This design comes from an exercise in tuning for small area, a short achievable clock period and few clock cycles per item on the open sky130 flow, not from production work. In this exercise RTL edits were held to simulation tests only and were not proved equivalent to the original.

--- flow/design.v ---
`default_nettype none
package srtc_pkg;
   localparam int unsigned POS_W   = 16;
   localparam int unsigned DELTA_W = 15;
   localparam int unsigned US_W    = 11;
   localparam int unsigned PULSE_W = 12;
   localparam int unsigned PROD_W  = 27;
   localparam int unsigned CODE_W  = 3;
   localparam logic [7:0] CSR_BISTABLE_MODE      = 8'd0;
   localparam logic [7:0] CSR_TRIGGER_ACTIVE_LOW = 8'd1;
   localparam logic [7:0] CSR_MIN_PULSE_US       = 8'd2;
   localparam logic [7:0] CSR_PULSE_SPAN_US      = 8'd3;
   localparam logic [US_W-1:0] MIN_PULSE_RESET  = 11'd1000;
   localparam logic [US_W-1:0] PULSE_SPAN_RESET = 11'd1000;
   localparam logic [CODE_W-1:0] RAMP_CODE_IDLE  = 3'd0;
   localparam logic [CODE_W-1:0] RAMP_CODE_ATOB  = 3'd1;
   localparam logic [CODE_W-1:0] RAMP_CODE_ATTOP = 3'd2;
   localparam logic [CODE_W-1:0] RAMP_CODE_BTOA  = 3'd3;
   localparam logic [CODE_W-1:0] RAMP_CODE_WAIT  = 3'd4;
endpackage
`default_nettype wire
`default_nettype none
module srtc_useq (
   input  wire  clock,
   input  wire  reset,
   input  wire  req_valid,
   input  wire  rsp_ready,
   output logic adv,
   output logic in_fire,
   output logic v1,
   output logic rsp_valid
);
   logic v2;
   logic v3;
   assign adv     = !rsp_valid || rsp_ready;
   assign in_fire = req_valid && adv && !reset;
   always_ff @(posedge clock) begin
      if (reset) begin
         v1        <= 1'b0;
         v2        <= 1'b0;
         v3        <= 1'b0;
         rsp_valid <= 1'b0;
      end else if (adv) begin
         v1        <= in_fire;
         v2        <= v1;
         v3        <= v2;
         rsp_valid <= v3;
      end
   end
endmodule
`default_nettype wire
`default_nettype none
import srtc_pkg::*;
module srtc_ramp (
   input  wire                             clock,
   input  wire                             reset,
   input  wire                             en,
   input  wire                             bistable_mode,
   input  wire                             act,
   input  wire [7:0]                       step_sel,
   output logic [srtc_pkg::CODE_W-1:0]     state_code,
   output logic [srtc_pkg::POS_W-1:0]      phase
);
   logic [CODE_W-1:0]  state_ff;
   logic [CODE_W-1:0]  state_in;
   logic [POS_W-1:0]   phasor_ff;
   logic [POS_W-1:0]   phasor_in;
   logic               rising_ff;
   logic               rising_in;
   logic               dir;
   logic [DELTA_W-1:0] base;
   logic [9:0]         slope;
   logic [13:0]        sf;
   logic [POS_W-1:0]   from;
   logic [POS_W:0]     sum;
   logic [POS_W-1:0]   adv_phase;
   logic               hit;
   always_comb begin
      dir = rising_ff;
      if (bistable_mode) begin
         if (state_ff == RAMP_CODE_ATOB && !act) begin
            dir = 1'b0;
         end else if (state_ff == RAMP_CODE_BTOA && act) begin
            dir = 1'b1;
         end
      end
   end
   function automatic logic [srtc_pkg::DELTA_W-1:0] step_base(input logic [3:0] idx);
      case (idx)
         4'd0:  step_base = 15'd131;
         4'd1:  step_base = 15'd164;
         4'd2:  step_base = 15'd218;
         4'd3:  step_base = 15'd262;
         4'd4:  step_base = 15'd328;
         4'd5:  step_base = 15'd437;
         4'd6:  step_base = 15'd524;
         4'd7:  step_base = 15'd655;
         4'd8:  step_base = 15'd749;
         4'd9:  step_base = 15'd874;
         4'd10: step_base = 15'd1049;
         4'd11: step_base = 15'd1311;
         4'd12: step_base = 15'd1748;
         4'd13: step_base = 15'd2621;
         4'd14: step_base = 15'd5243;
         default: step_base = 15'd13107;
      endcase
   endfunction
   function automatic logic [9:0] step_slope(input logic [3:0] idx);
      case (idx)
         4'd0:  step_slope = 10'd2;
         4'd1:  step_slope = 10'd3;
         4'd2:  step_slope = 10'd2;
         4'd3:  step_slope = 10'd4;
         4'd4:  step_slope = 10'd6;
         4'd5:  step_slope = 10'd5;
         4'd6:  step_slope = 10'd8;
         4'd7:  step_slope = 10'd5;
         4'd8:  step_slope = 10'd7;
         4'd9:  step_slope = 10'd10;
         4'd10: step_slope = 10'd16;
         4'd11: step_slope = 10'd27;
         4'd12: step_slope = 10'd54;
         4'd13: step_slope = 10'd163;
         4'd14: step_slope = 10'd491;
         default: step_slope = 10'd819;
      endcase
   endfunction
   assign base  = step_base(step_sel[7:4]);
   assign slope = step_slope(step_sel[7:4]);
   assign sf   = slope * step_sel[3:0];
   assign from = phasor_ff ^ {POS_W{!dir}};
   assign sum  = {1'b0, from} + {2'b00, base} + {3'b000, sf};
   always_comb begin
      hit = sum[POS_W];
      if (hit) begin
         adv_phase = {POS_W{dir}};
      end else begin
         adv_phase = sum[POS_W-1:0] ^ {POS_W{!dir}};
      end
   end
   always_comb begin
      state_in  = state_ff;
      phasor_in = phasor_ff;
      rising_in = rising_ff;
      if (bistable_mode) begin
         case (state_ff)
            RAMP_CODE_IDLE: begin
               if (act) begin
                  state_in  = RAMP_CODE_ATOB;
                  rising_in = 1'b1;
               end
            end
            RAMP_CODE_ATOB: begin
               if (!act) begin
                  state_in  = RAMP_CODE_BTOA;
                  rising_in = 1'b0;
               end
               phasor_in = adv_phase;
               if (hit) begin
                  state_in = RAMP_CODE_ATTOP;
               end
            end
            RAMP_CODE_ATTOP: begin
               if (!act) begin
                  state_in  = RAMP_CODE_BTOA;
                  rising_in = 1'b0;
               end
            end
            RAMP_CODE_BTOA: begin
               if (act) begin
                  state_in  = RAMP_CODE_ATOB;
                  rising_in = 1'b1;
               end
               phasor_in = adv_phase;
               if (hit) begin
                  state_in = RAMP_CODE_IDLE;
               end
            end
            default: state_in = RAMP_CODE_IDLE;
         endcase
      end else begin
         case (state_ff)
            RAMP_CODE_IDLE: begin
               if (act) begin
                  state_in  = RAMP_CODE_ATOB;
                  rising_in = 1'b1;
               end
            end
            RAMP_CODE_ATOB: begin
               phasor_in = adv_phase;
               if (hit) begin
                  state_in  = RAMP_CODE_BTOA;
                  rising_in = 1'b0;
               end
            end
            RAMP_CODE_ATTOP: begin
               state_in  = RAMP_CODE_BTOA;
               rising_in = 1'b0;
            end
            RAMP_CODE_BTOA: begin
               phasor_in = adv_phase;
               if (hit) begin
                  state_in = RAMP_CODE_WAIT;
               end
            end
            RAMP_CODE_WAIT: begin
               if (!act) begin
                  state_in = RAMP_CODE_IDLE;
               end
            end
            default: state_in = RAMP_CODE_IDLE;
         endcase
      end
   end
   always_ff @(posedge clock) begin
      if (reset) begin
         state_ff  <= RAMP_CODE_IDLE;
         phasor_ff <= '0;
         rising_ff <= 1'b1;
      end else if (en) begin
         state_ff  <= state_in;
         phasor_ff <= phasor_in;
         rising_ff <= rising_in;
      end
   end
   assign state_code = state_ff;
   assign phase      = phasor_ff;
endmodule
`default_nettype wire
`default_nettype none
import srtc_pkg::*;
module srtc_dpath (
   input  wire                           clock,
   input  wire                           adv,
   input  wire                           trigger_active_low,
   input  wire [srtc_pkg::US_W-1:0]      min_pulse_us,
   input  wire [srtc_pkg::US_W-1:0]      pulse_span_us,
   input  wire [srtc_pkg::POS_W-1:0]     pos_a,
   input  wire [srtc_pkg::POS_W-1:0]     pos_b,
   input  wire [srtc_pkg::POS_W-1:0]     travel_time,
   input  wire                           trigger_pin,
   input  wire [srtc_pkg::CODE_W-1:0]    state_code,
   input  wire [srtc_pkg::POS_W-1:0]     phase,
   output logic                          act,
   output logic [7:0]                    step_sel,
   output logic [srtc_pkg::PULSE_W-1:0]  rsp_pulse_us,
   output logic [srtc_pkg::CODE_W-1:0]   rsp_ramp_state,
   output logic [srtc_pkg::POS_W-1:0]    rsp_phase
);
   logic [POS_W-1:0]   a1_ff;
   logic [POS_W-1:0]   dmag1_ff;
   logic               dneg1_ff;
   logic [7:0]         tt1_ff;
   logic               pin1_ff;
   logic [PROD_W-1:0]  rp2_ff;
   logic [PROD_W-1:0]  op2_ff;
   logic               neg2_ff;
   logic [PROD_W-1:0]  p3_ff;
   logic               rc3_ff;
   logic [PULSE_W-1:0] mox3_ff;
   logic               neg3_ff;
   logic [POS_W-1:0]   phase3_ff;
   logic [CODE_W-1:0]  state3_ff;
   logic [POS_W:0]     diff;
   logic [29:0]        span_sel;
   logic [29:0]        rq_sel;
   logic [PROD_W-1:0]  rng_prod;
   logic [PROD_W-1:0]  off_prod;
   logic [US_W-1:0]    oq;
   logic [PULSE_W-1:0] mo;
   logic [PROD_W-1:0]  res_prod;
   logic [PROD_W-1:0]  res_full;
   logic [PULSE_W-1:0] sum0;
   logic [PULSE_W-1:0] sum1;
   function automatic logic div_carry(input logic [srtc_pkg::PROD_W-1:0] x);
      div_carry = (&x[15:11]) & (x[10:0] >= ~x[26:16]);
   endfunction
   assign diff  = {1'b0, pos_b} - {1'b0, pos_a};
   always_ff @(posedge clock) begin
      if (adv) begin
         a1_ff    <= pos_a;
         dmag1_ff <= diff[POS_W] ? (pos_a - pos_b) : diff[POS_W-1:0];
         dneg1_ff <= diff[POS_W];
         tt1_ff   <= travel_time[15:8];
         pin1_ff  <= trigger_pin;
      end
   end
   assign act      = pin1_ff ^ trigger_active_low;
   assign step_sel = tt1_ff;
   srtc_booth_sel u_span_sel (
      .y   (pulse_span_us),
      .sel (span_sel)
   );
   srtc_mul u_mul_rng (
      .x   (dmag1_ff),
      .sel (span_sel),
      .p   (rng_prod)
   );
   srtc_mul u_mul_off (
      .x   (a1_ff),
      .sel (span_sel),
      .p   (off_prod)
   );
   always_ff @(posedge clock) begin
      if (adv) begin
         rp2_ff  <= rng_prod;
         op2_ff  <= off_prod;
         neg2_ff <= dneg1_ff;
      end
   end
   assign oq = op2_ff[PROD_W-1:POS_W];
   assign mo = {1'b0, min_pulse_us} + {1'b0, oq} + {11'b0, div_carry(op2_ff)};
   srtc_booth_sel u_rq_sel (
      .y   (rp2_ff[PROD_W-1:POS_W]),
      .sel (rq_sel)
   );
   srtc_mul u_mul_res (
      .x   (phase),
      .sel (rq_sel),
      .p   (res_prod)
   );
   always_ff @(posedge clock) begin
      if (adv) begin
         p3_ff     <= res_prod;
         rc3_ff    <= div_carry(rp2_ff);
         mox3_ff   <= mo ^ {PULSE_W{neg2_ff}};
         neg3_ff   <= neg2_ff;
         phase3_ff <= phase;
         state3_ff <= state_code;
      end
   end
   assign res_full = p3_ff + (rc3_ff ? PROD_W'(phase3_ff) : PROD_W'(0));
   assign sum0 = mox3_ff + {1'b0, res_full[PROD_W-1:POS_W]};
   assign sum1 = mox3_ff + {1'b0, res_full[PROD_W-1:POS_W]} + 12'd1;
   always_ff @(posedge clock) begin
      if (adv) begin
         rsp_pulse_us   <= (div_carry(res_full) ? sum1 : sum0) ^ {PULSE_W{neg3_ff}};
         rsp_ramp_state <= state3_ff;
         rsp_phase      <= phase3_ff;
      end
   end
endmodule
`default_nettype wire
`default_nettype none
module srtc_booth_sel (
   input  wire [10:0] y,
   output wire [29:0] sel
);
   wire [12:0] z = {1'b0, y, 1'b0};
   genvar j;
   for (j = 0; j < 6; j = j + 1) begin : g_digit
      assign sel[5 * j]     = ~z[2 * j + 2] & (z[2 * j + 1] ^ z[2 * j]);
      assign sel[5 * j + 1] = z[2 * j + 2] & (z[2 * j + 1] ^ z[2 * j]);
      assign sel[5 * j + 2] = ~z[2 * j + 2] & z[2 * j + 1] & z[2 * j];
      assign sel[5 * j + 3] = z[2 * j + 2] & ~z[2 * j + 1] & ~z[2 * j];
      assign sel[5 * j + 4] = z[2 * j + 2] & ~(z[2 * j + 1] & z[2 * j]);
   end
endmodule
module srtc_mul (
   input  wire [15:0] x,
   input  wire [29:0] sel,
   output wire [26:0] p
);
   wire pp1;
   assign pp1 = (sel[0] & x[0]) | (sel[1] & ~x[0]) | sel[3];
   wire pp2;
   assign pp2 = (sel[0] & x[1]) | (sel[1] & ~x[1]) | (sel[2] & x[0]) | (sel[3] & ~x[0]);
   wire pp3;
   assign pp3 = (sel[0] & x[2]) | (sel[1] & ~x[2]) | (sel[2] & x[1]) | (sel[3] & ~x[1]);
   wire pp4;
   assign pp4 = (sel[0] & x[3]) | (sel[1] & ~x[3]) | (sel[2] & x[2]) | (sel[3] & ~x[2]);
   wire pp5;
   assign pp5 = (sel[0] & x[4]) | (sel[1] & ~x[4]) | (sel[2] & x[3]) | (sel[3] & ~x[3]);
   wire pp6;
   assign pp6 = (sel[0] & x[5]) | (sel[1] & ~x[5]) | (sel[2] & x[4]) | (sel[3] & ~x[4]);
   wire pp7;
   assign pp7 = (sel[0] & x[6]) | (sel[1] & ~x[6]) | (sel[2] & x[5]) | (sel[3] & ~x[5]);
   wire pp8;
   assign pp8 = (sel[0] & x[7]) | (sel[1] & ~x[7]) | (sel[2] & x[6]) | (sel[3] & ~x[6]);
   wire pp9;
   assign pp9 = (sel[0] & x[8]) | (sel[1] & ~x[8]) | (sel[2] & x[7]) | (sel[3] & ~x[7]);
   wire pp10;
   assign pp10 = (sel[0] & x[9]) | (sel[1] & ~x[9]) | (sel[2] & x[8]) | (sel[3] & ~x[8]);
   wire pp11;
   assign pp11 = (sel[0] & x[10]) | (sel[1] & ~x[10]) | (sel[2] & x[9]) | (sel[3] & ~x[9]);
   wire pp12;
   assign pp12 = (sel[0] & x[11]) | (sel[1] & ~x[11]) | (sel[2] & x[10]) | (sel[3] & ~x[10]);
   wire pp13;
   assign pp13 = (sel[0] & x[12]) | (sel[1] & ~x[12]) | (sel[2] & x[11]) | (sel[3] & ~x[11]);
   wire pp14;
   assign pp14 = (sel[0] & x[13]) | (sel[1] & ~x[13]) | (sel[2] & x[12]) | (sel[3] & ~x[12]);
   wire pp15;
   assign pp15 = (sel[0] & x[14]) | (sel[1] & ~x[14]) | (sel[2] & x[13]) | (sel[3] & ~x[13]);
   wire pp16;
   assign pp16 = (sel[0] & x[15]) | (sel[1] & ~x[15]) | (sel[2] & x[14]) | (sel[3] & ~x[14]);
   wire pp17;
   assign pp17 = sel[1] | (sel[2] & x[15]) | (sel[3] & ~x[15]);
   wire nn18;
   assign nn18 = ~sel[4];
   wire pp19;
   assign pp19 = (sel[5] & x[0]) | (sel[6] & ~x[0]) | sel[8];
   wire pp20;
   assign pp20 = (sel[5] & x[1]) | (sel[6] & ~x[1]) | (sel[7] & x[0]) | (sel[8] & ~x[0]);
   wire pp21;
   assign pp21 = (sel[5] & x[2]) | (sel[6] & ~x[2]) | (sel[7] & x[1]) | (sel[8] & ~x[1]);
   wire pp22;
   assign pp22 = (sel[5] & x[3]) | (sel[6] & ~x[3]) | (sel[7] & x[2]) | (sel[8] & ~x[2]);
   wire pp23;
   assign pp23 = (sel[5] & x[4]) | (sel[6] & ~x[4]) | (sel[7] & x[3]) | (sel[8] & ~x[3]);
   wire pp24;
   assign pp24 = (sel[5] & x[5]) | (sel[6] & ~x[5]) | (sel[7] & x[4]) | (sel[8] & ~x[4]);
   wire pp25;
   assign pp25 = (sel[5] & x[6]) | (sel[6] & ~x[6]) | (sel[7] & x[5]) | (sel[8] & ~x[5]);
   wire pp26;
   assign pp26 = (sel[5] & x[7]) | (sel[6] & ~x[7]) | (sel[7] & x[6]) | (sel[8] & ~x[6]);
   wire pp27;
   assign pp27 = (sel[5] & x[8]) | (sel[6] & ~x[8]) | (sel[7] & x[7]) | (sel[8] & ~x[7]);
   wire pp28;
   assign pp28 = (sel[5] & x[9]) | (sel[6] & ~x[9]) | (sel[7] & x[8]) | (sel[8] & ~x[8]);
   wire pp29;
   assign pp29 = (sel[5] & x[10]) | (sel[6] & ~x[10]) | (sel[7] & x[9]) | (sel[8] & ~x[9]);
   wire pp30;
   assign pp30 = (sel[5] & x[11]) | (sel[6] & ~x[11]) | (sel[7] & x[10]) | (sel[8] & ~x[10]);
   wire pp31;
   assign pp31 = (sel[5] & x[12]) | (sel[6] & ~x[12]) | (sel[7] & x[11]) | (sel[8] & ~x[11]);
   wire pp32;
   assign pp32 = (sel[5] & x[13]) | (sel[6] & ~x[13]) | (sel[7] & x[12]) | (sel[8] & ~x[12]);
   wire pp33;
   assign pp33 = (sel[5] & x[14]) | (sel[6] & ~x[14]) | (sel[7] & x[13]) | (sel[8] & ~x[13]);
   wire pp34;
   assign pp34 = (sel[5] & x[15]) | (sel[6] & ~x[15]) | (sel[7] & x[14]) | (sel[8] & ~x[14]);
   wire pp35;
   assign pp35 = sel[6] | (sel[7] & x[15]) | (sel[8] & ~x[15]);
   wire nn36;
   assign nn36 = ~sel[9];
   wire pp37;
   assign pp37 = (sel[10] & x[0]) | (sel[11] & ~x[0]) | sel[13];
   wire pp38;
   assign pp38 = (sel[10] & x[1]) | (sel[11] & ~x[1]) | (sel[12] & x[0]) | (sel[13] & ~x[0]);
   wire pp39;
   assign pp39 = (sel[10] & x[2]) | (sel[11] & ~x[2]) | (sel[12] & x[1]) | (sel[13] & ~x[1]);
   wire pp40;
   assign pp40 = (sel[10] & x[3]) | (sel[11] & ~x[3]) | (sel[12] & x[2]) | (sel[13] & ~x[2]);
   wire pp41;
   assign pp41 = (sel[10] & x[4]) | (sel[11] & ~x[4]) | (sel[12] & x[3]) | (sel[13] & ~x[3]);
   wire pp42;
   assign pp42 = (sel[10] & x[5]) | (sel[11] & ~x[5]) | (sel[12] & x[4]) | (sel[13] & ~x[4]);
   wire pp43;
   assign pp43 = (sel[10] & x[6]) | (sel[11] & ~x[6]) | (sel[12] & x[5]) | (sel[13] & ~x[5]);
   wire pp44;
   assign pp44 = (sel[10] & x[7]) | (sel[11] & ~x[7]) | (sel[12] & x[6]) | (sel[13] & ~x[6]);
   wire pp45;
   assign pp45 = (sel[10] & x[8]) | (sel[11] & ~x[8]) | (sel[12] & x[7]) | (sel[13] & ~x[7]);
   wire pp46;
   assign pp46 = (sel[10] & x[9]) | (sel[11] & ~x[9]) | (sel[12] & x[8]) | (sel[13] & ~x[8]);
   wire pp47;
   assign pp47 = (sel[10] & x[10]) | (sel[11] & ~x[10]) | (sel[12] & x[9]) | (sel[13] & ~x[9]);
   wire pp48;
   assign pp48 = (sel[10] & x[11]) | (sel[11] & ~x[11]) | (sel[12] & x[10]) | (sel[13] & ~x[10]);
   wire pp49;
   assign pp49 = (sel[10] & x[12]) | (sel[11] & ~x[12]) | (sel[12] & x[11]) | (sel[13] & ~x[11]);
   wire pp50;
   assign pp50 = (sel[10] & x[13]) | (sel[11] & ~x[13]) | (sel[12] & x[12]) | (sel[13] & ~x[12]);
   wire pp51;
   assign pp51 = (sel[10] & x[14]) | (sel[11] & ~x[14]) | (sel[12] & x[13]) | (sel[13] & ~x[13]);
   wire pp52;
   assign pp52 = (sel[10] & x[15]) | (sel[11] & ~x[15]) | (sel[12] & x[14]) | (sel[13] & ~x[14]);
   wire pp53;
   assign pp53 = sel[11] | (sel[12] & x[15]) | (sel[13] & ~x[15]);
   wire nn54;
   assign nn54 = ~sel[14];
   wire pp55;
   assign pp55 = (sel[15] & x[0]) | (sel[16] & ~x[0]) | sel[18];
   wire pp56;
   assign pp56 = (sel[15] & x[1]) | (sel[16] & ~x[1]) | (sel[17] & x[0]) | (sel[18] & ~x[0]);
   wire pp57;
   assign pp57 = (sel[15] & x[2]) | (sel[16] & ~x[2]) | (sel[17] & x[1]) | (sel[18] & ~x[1]);
   wire pp58;
   assign pp58 = (sel[15] & x[3]) | (sel[16] & ~x[3]) | (sel[17] & x[2]) | (sel[18] & ~x[2]);
   wire pp59;
   assign pp59 = (sel[15] & x[4]) | (sel[16] & ~x[4]) | (sel[17] & x[3]) | (sel[18] & ~x[3]);
   wire pp60;
   assign pp60 = (sel[15] & x[5]) | (sel[16] & ~x[5]) | (sel[17] & x[4]) | (sel[18] & ~x[4]);
   wire pp61;
   assign pp61 = (sel[15] & x[6]) | (sel[16] & ~x[6]) | (sel[17] & x[5]) | (sel[18] & ~x[5]);
   wire pp62;
   assign pp62 = (sel[15] & x[7]) | (sel[16] & ~x[7]) | (sel[17] & x[6]) | (sel[18] & ~x[6]);
   wire pp63;
   assign pp63 = (sel[15] & x[8]) | (sel[16] & ~x[8]) | (sel[17] & x[7]) | (sel[18] & ~x[7]);
   wire pp64;
   assign pp64 = (sel[15] & x[9]) | (sel[16] & ~x[9]) | (sel[17] & x[8]) | (sel[18] & ~x[8]);
   wire pp65;
   assign pp65 = (sel[15] & x[10]) | (sel[16] & ~x[10]) | (sel[17] & x[9]) | (sel[18] & ~x[9]);
   wire pp66;
   assign pp66 = (sel[15] & x[11]) | (sel[16] & ~x[11]) | (sel[17] & x[10]) | (sel[18] & ~x[10]);
   wire pp67;
   assign pp67 = (sel[15] & x[12]) | (sel[16] & ~x[12]) | (sel[17] & x[11]) | (sel[18] & ~x[11]);
   wire pp68;
   assign pp68 = (sel[15] & x[13]) | (sel[16] & ~x[13]) | (sel[17] & x[12]) | (sel[18] & ~x[12]);
   wire pp69;
   assign pp69 = (sel[15] & x[14]) | (sel[16] & ~x[14]) | (sel[17] & x[13]) | (sel[18] & ~x[13]);
   wire pp70;
   assign pp70 = (sel[15] & x[15]) | (sel[16] & ~x[15]) | (sel[17] & x[14]) | (sel[18] & ~x[14]);
   wire pp71;
   assign pp71 = sel[16] | (sel[17] & x[15]) | (sel[18] & ~x[15]);
   wire nn72;
   assign nn72 = ~sel[19];
   wire pp73;
   assign pp73 = (sel[20] & x[0]) | (sel[21] & ~x[0]) | sel[23];
   wire pp74;
   assign pp74 = (sel[20] & x[1]) | (sel[21] & ~x[1]) | (sel[22] & x[0]) | (sel[23] & ~x[0]);
   wire pp75;
   assign pp75 = (sel[20] & x[2]) | (sel[21] & ~x[2]) | (sel[22] & x[1]) | (sel[23] & ~x[1]);
   wire pp76;
   assign pp76 = (sel[20] & x[3]) | (sel[21] & ~x[3]) | (sel[22] & x[2]) | (sel[23] & ~x[2]);
   wire pp77;
   assign pp77 = (sel[20] & x[4]) | (sel[21] & ~x[4]) | (sel[22] & x[3]) | (sel[23] & ~x[3]);
   wire pp78;
   assign pp78 = (sel[20] & x[5]) | (sel[21] & ~x[5]) | (sel[22] & x[4]) | (sel[23] & ~x[4]);
   wire pp79;
   assign pp79 = (sel[20] & x[6]) | (sel[21] & ~x[6]) | (sel[22] & x[5]) | (sel[23] & ~x[5]);
   wire pp80;
   assign pp80 = (sel[20] & x[7]) | (sel[21] & ~x[7]) | (sel[22] & x[6]) | (sel[23] & ~x[6]);
   wire pp81;
   assign pp81 = (sel[20] & x[8]) | (sel[21] & ~x[8]) | (sel[22] & x[7]) | (sel[23] & ~x[7]);
   wire pp82;
   assign pp82 = (sel[20] & x[9]) | (sel[21] & ~x[9]) | (sel[22] & x[8]) | (sel[23] & ~x[8]);
   wire pp83;
   assign pp83 = (sel[20] & x[10]) | (sel[21] & ~x[10]) | (sel[22] & x[9]) | (sel[23] & ~x[9]);
   wire pp84;
   assign pp84 = (sel[20] & x[11]) | (sel[21] & ~x[11]) | (sel[22] & x[10]) | (sel[23] & ~x[10]);
   wire pp85;
   assign pp85 = (sel[20] & x[12]) | (sel[21] & ~x[12]) | (sel[22] & x[11]) | (sel[23] & ~x[11]);
   wire pp86;
   assign pp86 = (sel[20] & x[13]) | (sel[21] & ~x[13]) | (sel[22] & x[12]) | (sel[23] & ~x[12]);
   wire pp87;
   assign pp87 = (sel[20] & x[14]) | (sel[21] & ~x[14]) | (sel[22] & x[13]) | (sel[23] & ~x[13]);
   wire pp88;
   assign pp88 = (sel[20] & x[15]) | (sel[21] & ~x[15]) | (sel[22] & x[14]) | (sel[23] & ~x[14]);
   wire pp89;
   assign pp89 = sel[21] | (sel[22] & x[15]) | (sel[23] & ~x[15]);
   wire nn90;
   assign nn90 = ~sel[24];
   wire pp91;
   assign pp91 = (sel[25] & x[0]);
   wire pp92;
   assign pp92 = (sel[25] & x[1]) | (sel[27] & x[0]);
   wire pp93;
   assign pp93 = (sel[25] & x[2]) | (sel[27] & x[1]);
   wire pp94;
   assign pp94 = (sel[25] & x[3]) | (sel[27] & x[2]);
   wire pp95;
   assign pp95 = (sel[25] & x[4]) | (sel[27] & x[3]);
   wire pp96;
   assign pp96 = (sel[25] & x[5]) | (sel[27] & x[4]);
   wire pp97;
   assign pp97 = (sel[25] & x[6]) | (sel[27] & x[5]);
   wire pp98;
   assign pp98 = (sel[25] & x[7]) | (sel[27] & x[6]);
   wire pp99;
   assign pp99 = (sel[25] & x[8]) | (sel[27] & x[7]);
   wire pp100;
   assign pp100 = (sel[25] & x[9]) | (sel[27] & x[8]);
   wire pp101;
   assign pp101 = (sel[25] & x[10]) | (sel[27] & x[9]);
   wire pp102;
   assign pp102 = (sel[25] & x[11]) | (sel[27] & x[10]);
   wire pp103;
   assign pp103 = (sel[25] & x[12]) | (sel[27] & x[11]);
   wire pp104;
   assign pp104 = (sel[25] & x[13]) | (sel[27] & x[12]);
   wire pp105;
   assign pp105 = (sel[25] & x[14]) | (sel[27] & x[13]);
   wire pp106;
   assign pp106 = (sel[25] & x[15]) | (sel[27] & x[14]);
   wire pp107;
   assign pp107 = (sel[27] & x[15]);
   wire hs108;
   wire hc109;
   assign hs108 = 1'b1 ^ nn18;
   assign hc109 = 1'b1 & nn18;
   wire hs110;
   wire hc111;
   assign hs110 = 1'b1 ^ pp35;
   assign hc111 = 1'b1 & pp35;
   wire hs112;
   wire hc113;
   assign hs112 = pp7 ^ pp23;
   assign hc113 = pp7 & pp23;
   wire hs114;
   wire hc115;
   assign hs114 = pp8 ^ pp24;
   assign hc115 = pp8 & pp24;
   wire fs116;
   wire fc117;
   assign fs116 = pp9 ^ pp25 ^ pp41;
   assign fc117 = (pp9 & pp25) | (pp9 & pp41) | (pp25 & pp41);
   wire hs118;
   wire hc119;
   assign hs118 = pp57 ^ pp73;
   assign hc119 = pp57 & pp73;
   wire fs120;
   wire fc121;
   assign fs120 = pp10 ^ pp26 ^ pp42;
   assign fc121 = (pp10 & pp26) | (pp10 & pp42) | (pp26 & pp42);
   wire hs122;
   wire hc123;
   assign hs122 = pp58 ^ pp74;
   assign hc123 = pp58 & pp74;
   wire fs124;
   wire fc125;
   assign fs124 = pp11 ^ pp27 ^ pp43;
   assign fc125 = (pp11 & pp27) | (pp11 & pp43) | (pp27 & pp43);
   wire fs126;
   wire fc127;
   assign fs126 = pp59 ^ pp75 ^ pp91;
   assign fc127 = (pp59 & pp75) | (pp59 & pp91) | (pp75 & pp91);
   wire fs128;
   wire fc129;
   assign fs128 = pp12 ^ pp28 ^ pp44;
   assign fc129 = (pp12 & pp28) | (pp12 & pp44) | (pp28 & pp44);
   wire fs130;
   wire fc131;
   assign fs130 = pp60 ^ pp76 ^ pp92;
   assign fc131 = (pp60 & pp76) | (pp60 & pp92) | (pp76 & pp92);
   wire fs132;
   wire fc133;
   assign fs132 = pp13 ^ pp29 ^ pp45;
   assign fc133 = (pp13 & pp29) | (pp13 & pp45) | (pp29 & pp45);
   wire fs134;
   wire fc135;
   assign fs134 = pp61 ^ pp77 ^ pp93;
   assign fc135 = (pp61 & pp77) | (pp61 & pp93) | (pp77 & pp93);
   wire fs136;
   wire fc137;
   assign fs136 = pp14 ^ pp30 ^ pp46;
   assign fc137 = (pp14 & pp30) | (pp14 & pp46) | (pp30 & pp46);
   wire fs138;
   wire fc139;
   assign fs138 = pp62 ^ pp78 ^ pp94;
   assign fc139 = (pp62 & pp78) | (pp62 & pp94) | (pp78 & pp94);
   wire fs140;
   wire fc141;
   assign fs140 = pp15 ^ pp31 ^ pp47;
   assign fc141 = (pp15 & pp31) | (pp15 & pp47) | (pp31 & pp47);
   wire fs142;
   wire fc143;
   assign fs142 = pp63 ^ pp79 ^ pp95;
   assign fc143 = (pp63 & pp79) | (pp63 & pp95) | (pp79 & pp95);
   wire fs144;
   wire fc145;
   assign fs144 = pp16 ^ pp32 ^ pp48;
   assign fc145 = (pp16 & pp32) | (pp16 & pp48) | (pp32 & pp48);
   wire fs146;
   wire fc147;
   assign fs146 = pp64 ^ pp80 ^ pp96;
   assign fc147 = (pp64 & pp80) | (pp64 & pp96) | (pp80 & pp96);
   wire fs148;
   wire fc149;
   assign fs148 = pp17 ^ pp33 ^ pp49;
   assign fc149 = (pp17 & pp33) | (pp17 & pp49) | (pp33 & pp49);
   wire fs150;
   wire fc151;
   assign fs150 = pp65 ^ pp81 ^ pp97;
   assign fc151 = (pp65 & pp81) | (pp65 & pp97) | (pp81 & pp97);
   wire fs152;
   wire fc153;
   assign fs152 = pp34 ^ pp50 ^ pp66;
   assign fc153 = (pp34 & pp50) | (pp34 & pp66) | (pp50 & pp66);
   wire fs154;
   wire fc155;
   assign fs154 = pp82 ^ pp98 ^ hs108;
   assign fc155 = (pp82 & pp98) | (pp82 & hs108) | (pp98 & hs108);
   wire fs156;
   wire fc157;
   assign fs156 = pp51 ^ pp67 ^ pp83;
   assign fc157 = (pp51 & pp67) | (pp51 & pp83) | (pp67 & pp83);
   wire fs158;
   wire fc159;
   assign fs158 = pp99 ^ hc109 ^ hs110;
   assign fc159 = (pp99 & hc109) | (pp99 & hs110) | (hc109 & hs110);
   wire fs160;
   wire fc161;
   assign fs160 = nn36 ^ pp52 ^ pp68;
   assign fc161 = (nn36 & pp52) | (nn36 & pp68) | (pp52 & pp68);
   wire fs162;
   wire fc163;
   assign fs162 = pp84 ^ pp100 ^ hc111;
   assign fc163 = (pp84 & pp100) | (pp84 & hc111) | (pp100 & hc111);
   wire fs164;
   wire fc165;
   assign fs164 = 1'b1 ^ pp53 ^ pp69;
   assign fc165 = (1'b1 & pp53) | (1'b1 & pp69) | (pp53 & pp69);
   wire hs166;
   wire hc167;
   assign hs166 = pp85 ^ pp101;
   assign hc167 = pp85 & pp101;
   wire fs168;
   wire fc169;
   assign fs168 = nn54 ^ pp70 ^ pp86;
   assign fc169 = (nn54 & pp70) | (nn54 & pp86) | (pp70 & pp86);
   wire hs170;
   wire hc171;
   assign hs170 = 1'b1 ^ pp71;
   assign hc171 = 1'b1 & pp71;
   wire hs172;
   wire hc173;
   assign hs172 = pp5 ^ pp21;
   assign hc173 = pp5 & pp21;
   wire hs174;
   wire hc175;
   assign hs174 = pp6 ^ pp22;
   assign hc175 = pp6 & pp22;
   wire fs176;
   wire fc177;
   assign fs176 = pp39 ^ pp55 ^ sel[19];
   assign fc177 = (pp39 & pp55) | (pp39 & sel[19]) | (pp55 & sel[19]);
   wire fs178;
   wire fc179;
   assign fs178 = pp40 ^ pp56 ^ hc113;
   assign fc179 = (pp40 & pp56) | (pp40 & hc113) | (pp56 & hc113);
   wire fs180;
   wire fc181;
   assign fs180 = sel[24] ^ hc115 ^ hs118;
   assign fc181 = (sel[24] & hc115) | (sel[24] & hs118) | (hc115 & hs118);
   wire fs182;
   wire fc183;
   assign fs182 = hc119 ^ hs122 ^ fc117;
   assign fc183 = (hc119 & hs122) | (hc119 & fc117) | (hs122 & fc117);
   wire fs184;
   wire fc185;
   assign fs184 = hc123 ^ fc121 ^ fs124;
   assign fc185 = (hc123 & fc121) | (hc123 & fs124) | (fc121 & fs124);
   wire fs186;
   wire fc187;
   assign fs186 = fc125 ^ fc127 ^ fs128;
   assign fc187 = (fc125 & fc127) | (fc125 & fs128) | (fc127 & fs128);
   wire fs188;
   wire fc189;
   assign fs188 = fc129 ^ fc131 ^ fs132;
   assign fc189 = (fc129 & fc131) | (fc129 & fs132) | (fc131 & fs132);
   wire fs190;
   wire fc191;
   assign fs190 = fc133 ^ fc135 ^ fs136;
   assign fc191 = (fc133 & fc135) | (fc133 & fs136) | (fc135 & fs136);
   wire fs192;
   wire fc193;
   assign fs192 = fc137 ^ fc139 ^ fs140;
   assign fc193 = (fc137 & fc139) | (fc137 & fs140) | (fc139 & fs140);
   wire fs194;
   wire fc195;
   assign fs194 = fc141 ^ fc143 ^ fs144;
   assign fc195 = (fc141 & fc143) | (fc141 & fs144) | (fc143 & fs144);
   wire fs196;
   wire fc197;
   assign fs196 = fc145 ^ fc147 ^ fs148;
   assign fc197 = (fc145 & fc147) | (fc145 & fs148) | (fc147 & fs148);
   wire fs198;
   wire fc199;
   assign fs198 = fc149 ^ fc151 ^ fs152;
   assign fc199 = (fc149 & fc151) | (fc149 & fs152) | (fc151 & fs152);
   wire fs200;
   wire fc201;
   assign fs200 = fc153 ^ fs156 ^ fc155;
   assign fc201 = (fc153 & fs156) | (fc153 & fc155) | (fs156 & fc155);
   wire fs202;
   wire fc203;
   assign fs202 = fc157 ^ fs160 ^ fc159;
   assign fc203 = (fc157 & fs160) | (fc157 & fc159) | (fs160 & fc159);
   wire fs204;
   wire fc205;
   assign fs204 = hs166 ^ fc161 ^ fs164;
   assign fc205 = (hs166 & fc161) | (hs166 & fs164) | (fc161 & fs164);
   wire fs206;
   wire fc207;
   assign fs206 = pp102 ^ hc167 ^ fc165;
   assign fc207 = (pp102 & hc167) | (pp102 & fc165) | (hc167 & fc165);
   wire fs208;
   wire fc209;
   assign fs208 = pp87 ^ pp103 ^ hs170;
   assign fc209 = (pp87 & pp103) | (pp87 & hs170) | (pp103 & hs170);
   wire fs210;
   wire fc211;
   assign fs210 = nn72 ^ pp88 ^ pp104;
   assign fc211 = (nn72 & pp88) | (nn72 & pp104) | (pp88 & pp104);
   wire hs212;
   wire hc213;
   assign hs212 = 1'b1 ^ pp89;
   assign hc213 = 1'b1 & pp89;
   wire hs214;
   wire hc215;
   assign hs214 = pp3 ^ pp19;
   assign hc215 = pp3 & pp19;
   wire hs216;
   wire hc217;
   assign hs216 = pp4 ^ pp20;
   assign hc217 = pp4 & pp20;
   wire fs218;
   wire fc219;
   assign fs218 = pp37 ^ sel[14] ^ hs172;
   assign fc219 = (pp37 & sel[14]) | (pp37 & hs172) | (sel[14] & hs172);
   wire fs220;
   wire fc221;
   assign fs220 = pp38 ^ hc173 ^ hs174;
   assign fc221 = (pp38 & hc173) | (pp38 & hs174) | (hc173 & hs174);
   wire fs222;
   wire fc223;
   assign fs222 = hc175 ^ hs112 ^ fs176;
   assign fc223 = (hc175 & hs112) | (hc175 & fs176) | (hs112 & fs176);
   wire fs224;
   wire fc225;
   assign fs224 = hs114 ^ fc177 ^ fs178;
   assign fc225 = (hs114 & fc177) | (hs114 & fs178) | (fc177 & fs178);
   wire fs226;
   wire fc227;
   assign fs226 = fs116 ^ fc179 ^ fs180;
   assign fc227 = (fs116 & fc179) | (fs116 & fs180) | (fc179 & fs180);
   wire fs228;
   wire fc229;
   assign fs228 = fs120 ^ fc181 ^ fs182;
   assign fc229 = (fs120 & fc181) | (fs120 & fs182) | (fc181 & fs182);
   wire fs230;
   wire fc231;
   assign fs230 = fs126 ^ fc183 ^ fs184;
   assign fc231 = (fs126 & fc183) | (fs126 & fs184) | (fc183 & fs184);
   wire fs232;
   wire fc233;
   assign fs232 = fs130 ^ fc185 ^ fs186;
   assign fc233 = (fs130 & fc185) | (fs130 & fs186) | (fc185 & fs186);
   wire fs234;
   wire fc235;
   assign fs234 = fs134 ^ fc187 ^ fs188;
   assign fc235 = (fs134 & fc187) | (fs134 & fs188) | (fc187 & fs188);
   wire fs236;
   wire fc237;
   assign fs236 = fs138 ^ fc189 ^ fs190;
   assign fc237 = (fs138 & fc189) | (fs138 & fs190) | (fc189 & fs190);
   wire fs238;
   wire fc239;
   assign fs238 = fs142 ^ fc191 ^ fs192;
   assign fc239 = (fs142 & fc191) | (fs142 & fs192) | (fc191 & fs192);
   wire fs240;
   wire fc241;
   assign fs240 = fs146 ^ fc193 ^ fs194;
   assign fc241 = (fs146 & fc193) | (fs146 & fs194) | (fc193 & fs194);
   wire fs242;
   wire fc243;
   assign fs242 = fs150 ^ fc195 ^ fs196;
   assign fc243 = (fs150 & fc195) | (fs150 & fs196) | (fc195 & fs196);
   wire fs244;
   wire fc245;
   assign fs244 = fs154 ^ fc197 ^ fs198;
   assign fc245 = (fs154 & fc197) | (fs154 & fs198) | (fc197 & fs198);
   wire fs246;
   wire fc247;
   assign fs246 = fs158 ^ fc199 ^ fs200;
   assign fc247 = (fs158 & fc199) | (fs158 & fs200) | (fc199 & fs200);
   wire fs248;
   wire fc249;
   assign fs248 = fs162 ^ fc201 ^ fs202;
   assign fc249 = (fs162 & fc201) | (fs162 & fs202) | (fc201 & fs202);
   wire fs250;
   wire fc251;
   assign fs250 = fc163 ^ fs204 ^ fc203;
   assign fc251 = (fc163 & fs204) | (fc163 & fc203) | (fs204 & fc203);
   wire fs252;
   wire fc253;
   assign fs252 = fs168 ^ fc205 ^ fs206;
   assign fc253 = (fs168 & fc205) | (fs168 & fs206) | (fc205 & fs206);
   wire fs254;
   wire fc255;
   assign fs254 = fc169 ^ fs208 ^ fc207;
   assign fc255 = (fc169 & fs208) | (fc169 & fc207) | (fs208 & fc207);
   wire fs256;
   wire fc257;
   assign fs256 = hc171 ^ fs210 ^ fc209;
   assign fc257 = (hc171 & fs210) | (hc171 & fc209) | (fs210 & fc209);
   wire fs258;
   wire fc259;
   assign fs258 = pp105 ^ hs212 ^ fc211;
   assign fc259 = (pp105 & hs212) | (pp105 & fc211) | (hs212 & fc211);
   wire fs260;
   wire fc261;
   assign fs260 = nn90 ^ pp106 ^ hc213;
   assign fc261 = (nn90 & pp106) | (nn90 & hc213) | (pp106 & hc213);
   wire hs262;
   wire hc263;
   assign hs262 = 1'b1 ^ pp107;
   assign hc263 = 1'b1 & pp107;
   wire [26:0] ra = {fc261, fc259, fc257, fc255, fc253, fc251, fc249, fc247, fc245, fc243, fc241, fc239, fc237, fc235, fc233, fc231, fc229, fc227, fc225, fc223, fc221, fc219, hc217, hc215, hs214, pp2, pp1};
   wire [26:0] rb = {hs262, fs260, fs258, fs256, fs254, fs252, fs250, fs248, fs246, fs244, fs242, fs240, fs238, fs236, fs234, fs232, fs230, fs228, fs226, fs224, fs222, fs220, fs218, hs216, sel[9], 1'b0, sel[4]};
   assign p = ra + rb;
endmodule
`default_nettype wire
`default_nettype none
import srtc_pkg::*;
module servo_ramp_trigger_controller_unit (
   input  wire         clock,
   input  wire         reset,
   input  wire         req_tvalid,
   output logic        req_tready,
   input  wire  [55:0] req_tdata,
   output logic        rsp_tvalid,
   input  wire         rsp_tready,
   output logic [31:0] rsp_tdata,
   input  wire         csr_valid,
   output logic        csr_ready,
   input  wire  [7:0]  csr_index,
   input  wire  [10:0] csr_data
);
   logic               bistable_mode_ff;
   logic               trigger_active_low_ff;
   logic [US_W-1:0]    min_pulse_us_ff;
   logic [US_W-1:0]    pulse_span_us_ff;
   logic               adv;
   logic               in_fire;
   logic               v1;
   logic               act;
   logic [7:0]         step_sel;
   logic [CODE_W-1:0]  state_code;
   logic [POS_W-1:0]   phase;
   logic [PULSE_W-1:0] rsp_pulse_us;
   logic [CODE_W-1:0]  rsp_ramp_state;
   logic [POS_W-1:0]   rsp_phase;
   assign csr_ready = !reset;
   always_ff @(posedge clock) begin
      if (reset) begin
         bistable_mode_ff      <= 1'b1;
         trigger_active_low_ff <= 1'b1;
         min_pulse_us_ff       <= MIN_PULSE_RESET;
         pulse_span_us_ff      <= PULSE_SPAN_RESET;
      end else if (csr_valid) begin
         case (csr_index)
            CSR_BISTABLE_MODE:      bistable_mode_ff      <= csr_data[0];
            CSR_TRIGGER_ACTIVE_LOW: trigger_active_low_ff <= csr_data[0];
            CSR_MIN_PULSE_US:       min_pulse_us_ff       <= csr_data;
            CSR_PULSE_SPAN_US:      pulse_span_us_ff      <= csr_data;
            default: begin
            end
         endcase
      end
   end
   srtc_useq u_useq (
      .clock     (clock),
      .reset     (reset),
      .req_valid (req_tvalid),
      .rsp_ready (rsp_tready),
      .adv       (adv),
      .in_fire   (in_fire),
      .v1        (v1),
      .rsp_valid (rsp_tvalid)
   );
   assign req_tready = adv && !reset;
   srtc_ramp u_ramp (
      .clock         (clock),
      .reset         (reset),
      .en            (adv && v1),
      .bistable_mode (bistable_mode_ff),
      .act           (act),
      .step_sel      (step_sel),
      .state_code    (state_code),
      .phase         (phase)
   );
   srtc_dpath u_dpath (
      .clock              (clock),
      .adv                (adv),
      .trigger_active_low (trigger_active_low_ff),
      .min_pulse_us       (min_pulse_us_ff),
      .pulse_span_us      (pulse_span_us_ff),
      .pos_a              (req_tdata[15:0]),
      .pos_b              (req_tdata[31:16]),
      .travel_time        (req_tdata[47:32]),
      .trigger_pin        (req_tdata[48]),
      .state_code         (state_code),
      .phase              (phase),
      .act                (act),
      .step_sel           (step_sel),
      .rsp_pulse_us       (rsp_pulse_us),
      .rsp_ramp_state     (rsp_ramp_state),
      .rsp_phase          (rsp_phase)
   );
   assign rsp_tdata = {1'b0, rsp_phase, rsp_ramp_state, rsp_pulse_us};
endmodule
`default_nettype wire
--- flow/flow/run.sh ---
#!/bin/bash
# The standard layout with one netlist clean-up between synthesis and
# floorplan: flow/polarity.py removes inverters between full adders by
# choosing each full adder's polarity (registers and all other cells stay as
# the standard synthesis made them). Each tool's output goes to its own log.
set -u
cp standard.sh standard_sh_copy.txt
bash standard.sh synth > std_synth.log 2>&1 || exit 1
R=orfs/results/${FLOW_PLATFORM}/servo_ramp_trigger_controller_unit/base
cp $R/1_2_yosys.v yosys_netlist_before_polarity.v
if python3 flow/polarity.py $R/1_2_yosys.v polarity_out.v > polarity.log 2>&1; then
   cp polarity_out.v $R/1_2_yosys.v
   touch $R/1_2_yosys.v
fi
bash standard.sh finish > std_finish.log 2>&1 || exit 1
--- flow/flow/polarity.py ---
#!/usr/bin/env python3
"""Netlist clean-up after synthesis: removes inverters that sit between
full-adder cells by choosing, per full adder, whether it works on true or
complemented signals. A full adder is self-dual (inverting all three inputs
inverts both outputs), so flipping one moves the inversions from its inputs
to its outputs. Only combinational wiring changes; every other cell and
every register stays as synthesis made it.

usage: polarity.py IN.v OUT.v
"""
import re
import sys
import random

INV = 'sky130_fd_sc_hd__inv_1'


def parse(text):
    m = re.search(r'\bmodule\s+(\S+)\s*\((.*?)\);', text, re.S)
    head_end = m.end()
    end = text.rindex('endmodule')
    body = text[head_end:end]
    items = []  # ('cell', typ, name, [(pin, net)]) or ('text', str)
    pos = 0
    cell_re = re.compile(r'\s*(sky130_fd_sc_hd__\w+)\s+(\S+)\s*\((.*?)\);', re.S)
    stmt_re = re.compile(r'\s*(.*?;)', re.S)
    while pos < len(body):
        if body[pos:].strip() == '':
            break
        cm = cell_re.match(body, pos)
        if cm:
            pins = [(p, n.strip()) for p, n in
                    re.findall(r'\.(\w+)\s*\(\s*((?:[^()]|\([^()]*\))*?)\s*\)', cm.group(3))]
            items.append(['cell', cm.group(1), cm.group(2), pins])
            pos = cm.end()
            continue
        sm = stmt_re.match(body, pos)
        items.append(['text', sm.group(1)])
        pos = sm.end()
    return text[:head_end], items, text[end:]


OUT_PINS = {'X', 'Y', 'Q', 'Q_N', 'SUM', 'COUT', 'HI', 'LO'}


def main():
    src, dst = sys.argv[1], sys.argv[2]
    text = open(src).read()
    head, items, tail = parse(text)
    # nets named in plain statements (assigns, declarations of ports) are fixed
    fixed_use = set()
    ports = set()
    for it in items:
        if it[0] == 'text':
            s = it[1]
            if s.startswith('assign'):
                for tok in re.findall(r'(\\\S+\s*(?:\[\d+\])?|[A-Za-z_][\w$.]*(?:\s*\[\d+\])?)', s[6:]):
                    fixed_use.add(re.sub(r'\s+', ' ', tok.strip()))
            elif s.startswith('output') or s.startswith('input'):
                for tok in re.findall(r'(\\\S+|[A-Za-z_][\w$.]*)\s*;', s):
                    ports.add(tok)
    def norm(n):
        return re.sub(r'\s+', ' ', n)
    def is_port(n):
        base = n.split('[')[0].strip()
        return base in ports
    cells = [it for it in items if it[0] == 'cell']
    driver = {}
    loads = {}
    for ci, c in enumerate(cells):
        for p, n in c[3]:
            n = norm(n)
            if p in OUT_PINS:
                driver[n] = ci
            else:
                loads.setdefault(n, []).append((ci, p))
    # removable inverters: output used only by cell inputs (no port, no assign)
    removable = {}
    for ci, c in enumerate(cells):
        if c[1] != INV:
            continue
        pins = dict((p, norm(n)) for p, n in c[3])
        a, y = pins['A'], pins['Y']
        if y in fixed_use or is_port(y) or a in fixed_use or is_port(a):
            continue
        if not loads.get(y):
            continue
        removable[ci] = (a, y)
    inv_out = {y: (ci, a) for ci, (a, y) in removable.items()}

    def root(n):
        par = 0
        seen = 0
        while n in inv_out and seen < 100:
            n = inv_out[n][1]
            par ^= 1
            seen += 1
        return n, par

    fa = [ci for ci, c in enumerate(cells) if c[1].startswith('sky130_fd_sc_hd__fa_')]
    is_fa = set(fa)
    # edges: for each root net, list of (sink cell, pin, parity)
    sinks = {}
    for ci, c in enumerate(cells):
        if ci in removable:
            continue
        for p, n in c[3]:
            if p in OUT_PINS:
                continue
            r, par = root(norm(n))
            sinks.setdefault(r, []).append((ci, p, par))
    flip = {f: 0 for f in fa}

    def net_cost(r):
        d = driver.get(r)
        fd = flip.get(d, 0) if d is not None else 0
        need = set()
        for ci, p, par in sinks.get(r, []):
            want = par ^ (flip.get(ci, 0))
            need.add(want ^ fd)
        extra = 0
        # ports / assigns read the net as is
        if r in fixed_use or is_port(r):
            need.add(fd)
        return 1 if 1 in need else 0

    def nets_of(f):
        c = cells[f]
        s = set()
        for p, n in c[3]:
            if p in OUT_PINS:
                s.add(norm(n))
            else:
                s.add(root(norm(n))[0])
        return s

    fa_nets = {f: nets_of(f) for f in fa}
    before = sum(net_cost(r) for r in set(sinks) | set(driver))
    improved = True
    rounds = 0
    while improved and rounds < 50:
        improved = False
        rounds += 1
        for f in fa:
            ns = fa_nets[f]
            c0 = sum(net_cost(r) for r in ns)
            flip[f] ^= 1
            c1 = sum(net_cost(r) for r in ns)
            if c1 < c0:
                improved = True
            else:
                flip[f] ^= 1
    after = sum(net_cost(r) for r in set(sinks) | set(driver))
    # rebuild
    new_cells = []
    inv_name = {}
    new_wires = []
    k = 0

    def inverted(r):
        nonlocal k
        if r not in inv_name:
            k += 1
            w = f'_pol_n{k}_'
            inv_name[r] = w
            new_wires.append(w)
            new_cells.append(['cell', INV, f'_pol_i{k}_', [('A', r), ('Y', w)]])
        return inv_name[r]

    out_items = []
    for it in items:
        if it[0] != 'cell':
            out_items.append(it)
            continue
    rebuilt = []
    for ci, c in enumerate(cells):
        if ci in removable:
            continue
        pins = []
        for p, n in c[3]:
            if p in OUT_PINS:
                pins.append((p, n))
                continue
            r, par = root(norm(n))
            d = driver.get(r)
            fd = flip.get(d, 0) if d is not None else 0
            want = par ^ flip.get(ci, 0)
            if want ^ fd:
                pins.append((p, inverted(r)))
            else:
                pins.append((p, r))
        rebuilt.append(['cell', c[1], c[2], pins])
    # nets read by ports/assigns whose driver flipped
    fix_assigns = []
    for r, d in driver.items():
        if flip.get(d, 0) and (r in fixed_use or is_port(r)):
            raise SystemExit(f'flipped driver feeds a port/assign: {r}')
    lines = [head]
    for w in new_wires:
        lines.append(f'  wire {w};')
    for it in items:
        if it[0] == 'text':
            lines.append('  ' + it[1])
    for c in rebuilt + new_cells:
        pins = ',\n'.join(f'    .{p}({n} )' if n.startswith('\\') else f'    .{p}({n})'
                           for p, n in c[3])
        lines.append(f'  {c[1]} {c[2]} (\n{pins}\n  );')
    lines.append(tail)
    open(dst, 'w').write('\n'.join(lines))
    nflip = sum(flip.values())
    sys.stderr.write(f'polarity: {len(fa)} full adders, {nflip} flipped, '
                     f'inverters removed {len(removable)}, added {len(new_cells)}\n')


if __name__ == '__main__':
    main()
--- flow/standard.sh ---
#!/bin/bash
# synth_recipe.tcl (not shown) runs the flow's synth.tcl, then flattens the netlist and writes it again
# the make line also repeats each setting of config.mk as NAME=value (left out here)
make -C /OpenROAD-flow-scripts/flow DESIGN_CONFIG=/design/flow/config.mk WORK_HOME=/design/flow/orfs CLKGATE_MAP_FILE= SYNTH_SCRIPT=/design/flow/synth_recipe.tcl "${@:-finish}"
--- flow/config.mk ---
export PLATFORM = sky130hd
export DESIGN_NAME = servo_ramp_trigger_controller_unit
export DESIGN_NICKNAME = servo_ramp_trigger_controller_unit
export VERILOG_FILES = /design/flow/design.v
export SDC_FILE = /design/flow/constraint.sdc
export NUM_CORES = 4
export LEC_CHECK = 0
export ABC_AREA = 1
export CAP_MARGIN = 20
export CORE_MARGIN = 2
export CORE_UTILIZATION = 40
export SETUP_SLACK_MARGIN = 4.5
export SLEW_MARGIN = 20
export SYNTH_HIERARCHICAL = 1
--- flow/constraint.sdc ---
create_clock -name core_clock -period 9.5 [get_ports {clock}]
set_input_delay 1.9000 -clock core_clock [delete_from_list [all_inputs] [get_ports {clock}]]
set_output_delay 1.9000 -clock core_clock [all_outputs]
set_load 0.01 [all_outputs]
==> results of run 1 <==
==> state kept, by name, indices dropped and copies added, names as in the netlist, 3 cells and up <==
signal and count:
u_dpath.a1_ff 16, u_dpath.rsp_pulse_us 12, u_ramp.state_ff 3, u_dpath.mox3_ff 12
u_dpath.tt1_ff 8, u_dpath.rsp_ramp_state 3, u_dpath.rp2_ff 27, min_pulse_us_ff 11
u_dpath.p3_ff 27, pulse_span_us_ff 11, u_dpath.state3_ff 3, u_dpath.rsp_phase 16
u_dpath.phase3_ff 16, u_dpath.op2_ff 27, u_dpath.dmag1_ff 16, u_ramp.phasor_ff 16
==> per-layer routing <==
layer | part of all wire (%) | global-route usage (%) | up-vias
met5 | 0 | 0.114 | -
met4 | 4.1 | 8.32 | 0
met3 | 7.8 | 3.76 | 230
met2 | 45 | 38.0 | 1237
met1 | 43 | 32.1 | 13682
li1 | - | - | 14571
==> worst max-delay path: cells and delay by family, from the launching register on <==
kind            cells  cell delay [ps]
flops               1              400
buf+inv             2              190
simple gates        7             1360
compound gates      1              230
fa+ha+maj           5             2360
==> stage by stage <==
step / util (%)
floorplan: -
global placement: 42.3
detailed placement: 42.3
CTS: 43.8
global route: 44.5
finish: 44.5
==> cell type report <==
class	count	area, um^2
fill	8220	44700
clock buffer	32	779
tap	1060	1330
sequential	236	6620
timing repair inverter	6	41.3
timing repair buffer	163	1510
clock inverter	26	260
multi-input combinational	3331	22800
inverter	645	2520
antenna	1	2.50
==> how the worst max path moves through the flow <==
stage	startpoint	to	slack [ps]
after CTS	u_dpath.rp2_ff[17]	u_dpath.p3_ff[22]	4500
after global routing	u_ramp.phasor_ff[10]	u_dpath.p3_ff[26]	4420
final	pulse_span_us_ff[3]	u_dpath.rp2_ff[20]	4680
after floorplan	rsp_tready	req_tready	4560
after global placement	rsp_tready	req_tready	3620
after detailed placement	rsp_tready	req_tready	3590
==> timing repair <==
| item | in CTS | in global routing |
|---|---|---|
| gates cloned | 8 | 8 |
| hold buffers | 0 | 0 |
| setup buffers | 4 | 39 |
| endpoints found under the setup margin | 73 | 73 |
| pin swaps | 2 | 9 |
| hold endpoints to repair | 0 | 0 |
| gates resized for setup | 30 | 63 |
==> results.tsv, run 1 <==
stage	metric	value	unit
run_status	status	complete, no violations	
synth	avgSynthCellArea	7.38	um^2
clocking	tritoncts_num_sinks	236	
timing	rsz0062_at_grt	true	
setup_path	cp.arrival	5180	ps
worst_hold_path	whs_path_depth	0	
worst_hold_path	min_to	u_dpath.rsp_ramp_state[2]	
worst_hold_path	hp-start	u_dpath.state3_ff[2]	
setup_path	crit_path_cell_trace	ha_1, inv_1, nor2_4, a211oi_1, fa_1, inv_1, fa_1, fa_1, ha_1, nand2_1, nor2_1, and2_1, nand4_1, nand4_1, nand2_1	
floorplanning	dieArea	83700	um^2
timing	worst_pin_slew	1150	ps
timing	fin_ws	4680	ps
timing	finalCritPeriodShare	50.7	%
place	dp.cells	5382	
global_routing	antenna_found_initial	2	
timing	max_slew_margin	23.2	%
timing	fin_setup_tns	0	ps
final_layout	fin_area	35900	um^2
final_layout	layout_common_cells	1068 x nand2_1, 591 x inv_1, 330 x nor2_1	
routing	ant_nets	0	
timing	finalSetupViolCount	0	
global_routing	grt_usage	23.6	%
setup_path	r2r_start	pulse_span_us_ff[3]	
clocking	clock_path_buffers	3	
floorplanning	start_util	40.4	%
timing	whs	421	ps
final_layout	drive_above_1_share	8.27	%
clocking	clock_latency	630	ps
setup_path	crit_path_end_kind	flip-flop	
setup_path	start_kind	flip-flop	
setup_path	r2r-end	u_dpath.rp2_ff[20]	
synth	netlist_area	32600	um^2
routing	detail_route.first_pass.iterations	8	
setup_path	worstSetupPathType	reg -> reg	
timing	hold_viol_final	0	
setup_path	reg2regPathDepth	15	
worst_hold_path	hp-class	reg -> reg	
setup_path	crit_fanout	16	
floorplanning	core	80500	um^2
floorplanning	die_w	289	um
clocking	cts_buffers	31	
synth	synthCells	4413	
setup_path	slowest_stage	fa_1	
synth	yosysWarnings	10	
routing	remaining_drc_errors	0	
clocking	cts_tree	yes	
floorplanning	rows	104	
routing	drt-total-wl	101000	um
timing	clock_skew	21.1	ps
floorplanning	dieHeight	289	um
final_layout	layout_commonest_cell	nand2_1	
clocking	clk_pin_slew_worst_paths	60	ps
final_layout	areaGrowthSynthToFinish	10.2	%
place	gp_congestion	0.942	
global_routing	grt_max_degree	77	
place	io_buffers	98	
clocking	cts-root-buf	clkbuf_16	
global_routing	overflow	0	
global_routing	grt_pass1_wl	157000	um
timing	period_needed	4820	ps
place	hpwlAfterDp	74900	um
setup_path	cp.required	9860	ps
timing	drv_slew	0	
synth	synth_fp_nets	4980	
setup_path	crit_top_cell	fa_1	
timing	fmax	208	MHz
routing	wl_per_cell	18.3	um
global_routing	grt_pass1_vias	28007	
place	placed_area	34000	um^2
final_layout	finalNetCount	4981	
setup_path	reg2reg_slack	4680	ps
place	preCtsSetupSlack	3590	ps
routing	drt_iter0_drc	2924	
clocking	htree_levels	1	
setup_path	max_stage_delay	590	ps
floorplanning	ios	115	
routing	avgViaCountPerCell	5.40	
routing	vias	29720	
final_layout	finalNonFillerCells	5500	
run	maxCapViolations	0	
Testbench counts, summed over its fixed seeds: cycles 8,128, items 8,000.
==> inputs of run 2 (changes only) <==
--- a/flow/config.mk
+++ b/flow/config.mk
@@ -9,6 +9,6 @@
 export CAP_MARGIN = 20
 export CORE_MARGIN = 2
 export CORE_UTILIZATION = 40
-export SETUP_SLACK_MARGIN = 4.5
+export SETUP_SLACK_MARGIN = 4
 export SLEW_MARGIN = 20
 export SYNTH_HIERARCHICAL = 1
==> results.tsv, run 2 <==
stage	metric	value	unit
timing	worst_pin_slew	1120	ps
place	hpwlAfterDp	75200	um
final_layout	finalNetCount	4940	
routing	drt_iter0_drc	2653	
setup_path	crit_fanout	3	
clocking	clk_pin_slew_worst_paths	50	ps
floorplanning	die_w	289	um
run_status	status	complete, no violations	
final_layout	multi_input_area	22600	um^2
final_layout	regArea	6610	um^2
worst_hold_path	hp-class	reg -> reg	
routing	wl_per_cell	18.1	um
final_layout	num_antenna_cells	0	
timing	rsz0062_at_grt	false	
place	io_buffers	98	
routing	ant_nets	0	
setup_path	crit_buf_inv	4	
floorplanning	core	80500	um^2
setup_path	crit_path_cell_trace	clkdlybuf4s50_1, clkinvlp_4, nand2_8, inv_1, nor2_1, clkdlybuf4s50_1	
synth	avgSynthCellArea	7.38	um^2
final_layout	layout_common_cells	1073 x nand2_1, 600 x inv_1, 332 x nor2_1	
routing	vias	29434	
floorplanning	dieHeight	289	um
final_layout	fillers	8212	
global_routing	grt_pass1_vias	27907	
clocking	clock_path_buffers	3	
final_layout	reg_top3	u_dpath.op2_ff x27, u_dpath.p3_ff x27, u_dpath.rp2_ff x27	
setup_path	cp.required	7600	ps
setup_path	crit_path_end_kind	output pin	
clocking	htree_levels	2	
worst_hold_path	whs_path_depth	0	
clocking	cts_tree	yes	
setup_path	max_stage_delay	550	ps
worst_hold_path	min_to	u_dpath.rsp_ramp_state[2]	
clocking	clock_latency	570	ps
global_routing	grt_usage	23.7	%
final_layout	areaGrowthSynthToFinish	8.67	%
synth	synth_fp_nets	4980	
final_layout	layout_commonest_cell	nand2_1	
routing	drt-total-wl	99000	um
global_routing	grt_pass1_wl	156000	um
floorplanning	ios	115	
synth	synthCells	4413	
global_routing	antenna_found_initial	2	
timing	drv_slew	0	
run	maxCapViolations	0	
timing	fmax	189	MHz
setup_path	slowest_stage	clkdlybuf4s50_1	
setup_path	r2r-end	u_dpath.rp2_ff[20]	
timing	hold_viol_final	0	
routing	detail_route.first_pass.iterations	6	
timing	period_needed	5300	ps
global_routing	overflow	0	
setup_path	reg2reg_slack	4260	ps
floorplanning	rows	104	
place	gp_congestion	0.917	
floorplanning	dieArea	83700	um^2
setup_path	crit_top_cell	clkdlybuf4s50_1	
worst_hold_path	hp-start	u_dpath.state3_ff[2]	
synth	netlist_area	32600	um^2
timing	clock_skew	40.9	ps
clocking	cts-root-buf	clkbuf_16	
routing	avgViaCountPerCell	5.39	
floorplanning	start_util	40.4	%
timing	finalCritPeriodShare	55.7	%
routing	remaining_drc_errors	0	
clocking	tritoncts_num_sinks	236	
global_routing	grt_max_degree	75	
setup_path	worstSetupPathType	in -> out	
setup_path	reg2regPathDepth	17	
setup_path	start_kind	input pin	
setup_path	r2r_start	pulse_span_us_ff[3]	
clocking	cts_buffers	34	
timing	max_slew_margin	25.4	%
synth	yosysWarnings	10	
timing	fin_setup_tns	0	ps
timing	finalSetupViolCount	0	
setup_path	crit_family	buffers and inverters	
final_layout	drive_above_1_share	6.41	%
setup_path	cp.arrival	3400	ps
[run 2: cell types whose count changed in the layout (fill, tap and decap cells not counted), moves of 6 or more]
cell / previous run / this run
dfxtp_1: 40 / 46
a221oi_1: 107 / 114
nor2_4: 25 / 19
inv_1: 591 / 600
a221oi_2: 7 / 0
buf_4: 60 / 32
clkinvlp_4: 21 / 8
[run 2: repair_timing]
item / in CTS / in global routing
pin swaps: 2 / 0
cloned: 4 / 1
buffers inserted: 1 / 5
hold buffers: 0 / 0
endpoints found under the setup margin: 3 / 51
resized for setup: 4 / 9
[run 2: per-stage QoR]
stage          cell area, um^2  setup WS (ps)  instances  hold slack (ps)  util (%)
2_1_floorplan            32600           4020       4413              400         -
3_3_place_gp             34100           3610       5386              405      42.3
3_5_place_dp             34100           3580       5386              411      42.3
4_1_cts                  35300           4020       5453              400      43.8
5_1_grt                  35400           4020       5459              414      43.9
6_report                 35400           4200       5459              398      43.9
[run 2: layout make-up]
type                       instances  share of cell area, %
multi-input combinational       3325                   63.8
sequential                       236                   18.7
inverter                         645                   7.01
tap                             1060                   3.75
timing repair buffer             130                   3.45
clock buffer                      40                   2.53
clock inverter                    22                  0.771
timing repair inverter             1                 0.0141
[run 2: routing by layer]
layer	track usage, %	part of all wire [%]	vias up
met5	0	0.013	-
met4	8.93	3.8	2
li1	-	-	14487
met1	31.8	43	13609
met3	4.52	8.0	212
met2	37.7	45	1124
[run 2: worst max path at each step]
stage | startpoint | endpoint | cells after the start
finish | rsp_tready | req_tready | 6
detailed placement | rsp_tready | req_tready | 6
global route | pulse_span_us_ff[3] | u_dpath.rp2_ff[20] | 16
global placement | rsp_tready | req_tready | 6
CTS | pulse_span_us_ff[1] | u_dpath.rp2_ff[20] | 18
floorplan | rsp_tready | req_tready | 4

what the ideal ports hide:
No port has a modelled driver above. Below, the same layouts with a new extraction and two added sets of constraints. Step 1 (the two cells are an assumption about what drives the block):
set clk [get_ports {clock}]
set_driving_cell -lib_cell sky130_fd_sc_hd__clkbuf_16 $clk
set_driving_cell -lib_cell sky130_fd_sc_hd__buf_2 [delete_from_list [all_inputs] $clk]
Step 2 also shifts input and output timing later by t, the mid clock arrival at the registers, as if the neighbouring blocks saw the same clock. Three values: ideal ports, drivers, drivers and shift; two values: the first two.
run | t (ns) | setup WS [ns] | worst setup path after step 2 | clock arrival spread, ns | worst data-port slew with drivers (ns)
run 1 | 0.680 | 4.682 / 4.682 / 4.682 | register to register | 0.022 / 0.021 | 0.14
run 2 | 0.617 | 4.205 / 4.181 / 4.181 | input to output | 0.042 / 0.041 | 0.12
After both steps setup and hold are still met in every run listed. For run 2, which loses most, drivers alone change the setup slack by -0.024 ns; drivers and shift together by -0.024 ns.
